This design comes from an exercise in tuning for small area and a short achievable clock period on the open sky130 flow, not from production work. The RTL was checked by simulation tests, not by an equivalence proof against the original design. Power and IR drop assume default switching activity.

// data_mem_responder
module data_mem_responder #(
    parameter int BITS       = 16,
    parameter int DEPTH_LOG2 = 8,
    parameter int WAIT       = 2
) (
    input  logic            clk,
    input  logic            rst,
    input  logic            req,
    input  logic            we,
    input  logic [15:0]     addr,
    input  logic [BITS-1:0] wdata,
    output logic [BITS-1:0] rdata,
    output logic            ack,
    output logic            busy,
    output logic            err
);
    localparam int NR = 16;     
    localparam int NT = 6;      
    localparam int NW = 4;      
    logic [3:0] r_c;
    always_ff @(posedge clk) begin
        r_c <= r_c + 4'd1;
    end
    logic r_idle, r_w1, r_w2, r_w3, r_ack, r_busy, r_err, r_ld3;
    logic r_we, r_mis;
    always_ff @(posedge clk) begin
        if (rst) begin
            r_idle <= 1'b1;
            r_w1   <= 1'b0;
            r_w2   <= 1'b0;
            r_w3   <= 1'b0;
            r_ack  <= 1'b0;
            r_busy <= 1'b0;
            r_err  <= 1'b0;
            r_ld3  <= 1'b0;
        end else begin
            r_idle <= (r_idle & ~req) | r_ack;
            r_w1   <= r_idle & req;
            r_w2   <= r_w1;
            r_w3   <= r_w2;
            r_ack  <= r_w3;
            r_busy <= (r_idle & req) | r_w1 | r_w2;
            r_err  <= r_w3 & r_mis;
            r_ld3  <= r_w2 & ~r_we & ~r_mis;
        end
    end
    logic [7:0]       r_k;
  ...
Settings: LEC_CHECK=0, CAP_MARGIN=20, CORE_MARGIN=2, CORE_UTILIZATION=60, CTS_CLUSTER_DIAMETER=100, CTS_CLUSTER_SIZE=25, PLACE_DENSITY=0.65, SETUP_SLACK_MARGIN=2.2, SLEW_MARGIN=20, TNS_END_PERCENT=30; clock period 4.5 ns.
run.sh (not shown) runs the stock make flow with config.mk's settings and CLKGATE_MAP_FILE= SYNTH_SCRIPT=/design/flow/synth_recipe.tcl, a recipe that flattens the netlist after the stock synthesis.
Edit:
--- a/flow/config.mk
+++ b/flow/config.mk
@@ -12,5 +12,4 @@
 export CTS_CLUSTER_SIZE = 25
 export PLACE_DENSITY = 0.65
-export SETUP_SLACK_MARGIN = 2.2
+export SETUP_SLACK_MARGIN = 1.95
 export SLEW_MARGIN = 20
-export TNS_END_PERCENT = 30
Result:
- The new run produced a clean layout
- non-clock buffer count falls by 13
- via count falls slightly
- synthesized cell count stays the same
- cell area falls slightly


Starting RTL as in the previous note.
Design data_mem_responder, start of the top module:
module data_mem_responder #(
    parameter int BITS       = 16,
    parameter int DEPTH_LOG2 = 8,
    parameter int WAIT       = 2
) (
    input  logic            clk,
    input  logic            rst,
    input  logic            req,
    input  logic            we,
    input  logic [15:0]     addr,
    input  logic [BITS-1:0] wdata,
    output logic [BITS-1:0] rdata,
    output logic            ack,
    output logic            busy,
    output logic            err
);
clock: 4.5 ns
lec_check: 0
cap_margin: 20
core_margin: 2
core_utilization: 60
cts_cluster_diameter: 100
cts_cluster_size: 25
place_density: 0.65
setup_slack_margin: 2.4
slew_margin: 20
The starting point went through all stages and came out clean.
Next try:
Settings changed: SETUP_SLACK_MARGIN 2.4 to 2.7.
Result: The changed run produced a layout that fails on antenna rules; design area is higher by 3.1%; total power climbs by 0.78%; die area is unchanged; clock skew decreases by 0.0064 ns; maximum frequency hardly moves; worst setup slack is about the same; sequential power stays flat; clock-buffer cell count is unchanged.
Next try:
Settings changed: SETUP_SLACK_MARGIN 2.7 to 2.5.
This time the run finished with timing, DRC and antenna clean.
Wire length went down by 3.2%.
Clock skew came out higher by 0.017 ns.
Cell area drops by 1.4%.
Cell count came out lower by 1.0%.
Clock power hardly moves.


## run K
data_mem_responder, a different RTL version from the one above (not shown whole).
Size in the first run: ~110000 um^2 of cells after synthesis.
make LEC_CHECK=0 CAP_MARGIN=20 CORE_MARGIN=2 CORE_UTILIZATION=67 CTS_CLUSTER_DIAMETER=100 CTS_CLUSTER_SIZE=25 PLACE_DENSITY=0.72 SETUP_SLACK_MARGIN=2.15 SLEW_MARGIN=20 finish   # period 4.5 ns
Modified inputs, run P compared to run K
# run K
export LEC_CHECK = 0
export CAP_MARGIN = 20
export CORE_MARGIN = 2
export CORE_UTILIZATION = 67
export CTS_CLUSTER_DIAMETER = 100
export CTS_CLUSTER_SIZE = 25
export PLACE_DENSITY = 0.72
export SETUP_SLACK_MARGIN = 2.15
export SLEW_MARGIN = 20
create_clock -name core_clock -period 4.5 [get_ports {clk}]
# run P
export LEC_CHECK = 0
export CAP_MARGIN = 20
export CORE_MARGIN = 2
export CORE_UTILIZATION = 60
export CTS_CLUSTER_DIAMETER = 100
export CTS_CLUSTER_SIZE = 25
export PLACE_DENSITY = 0.65
export SETUP_SLACK_MARGIN = 2.2
export SLEW_MARGIN = 20
create_clock -name core_clock -period 4.5 [get_ports {clk}]
- For the total routed wirelength, run P came in 21 mm higher than run K did.
- Changes observed in run P relative to run K: vias after detailed routing saw little to no change; multi-input gate share of total cell area has remained practically unchanged.
- Re critical path depth: run K was lower than run P.
- CTS buffer count came out exactly the same in run P and run K.
- As of run P, count of clock-buffer cells in the layout had risen slightly compared to run K.

==> static timing again, ports no longer ideal <==
The results above use ideal ports. As a check the final layouts listed here were re-extracted and re-timed, cells and wires unchanged.
Step 1: set_driving_cell puts a clkbuf_16 on clk and a buf_2 on each other input, an assumption about the parent block.
Step 2 moves the port delays by t, midway between the first and last clock arrival at a register: inputs arrive t later, outputs are due t later. That takes back most of the time a late clock gives input paths.
a / b / c = ideal ports / drivers / drivers and shift; a / b = the first two.
run | t (ns) | setup slack, ns | worst register clock-pin slew, ns | worst data-port slew with drivers (ns)
the first run of note 1 | 0.969 | 2.028 / 2.028 / 1.401 | 0.10 / 0.10 | 0.04
the second run of note 1 | 0.974 | 1.826 / 1.826 / 1.179 | 0.10 / 0.10 | 0.04
the first run of note 2 | 0.974 | 2.170 / 2.073 / 1.576 | 0.10 / 0.10 | 0.06
the second run of note 2 | 0.984 | 2.171 / 2.075 / 1.735 | 0.10 / 0.10 | 0.03
the third run of note 2 | 0.994 | 2.127 / 2.029 / 1.624 | 0.10 / 0.10 | 0.05
run K | 0.981 | 2.003 / 2.003 / 1.275 | 0.10 / 0.10 | 0.05
run P | 0.984 | 2.033 / 2.026 / 1.343 | 0.11 / 0.11 | 0.04
For run K, which loses most, drivers alone change the setup slack by 0.000 ns; drivers and shift together by -0.728 ns.
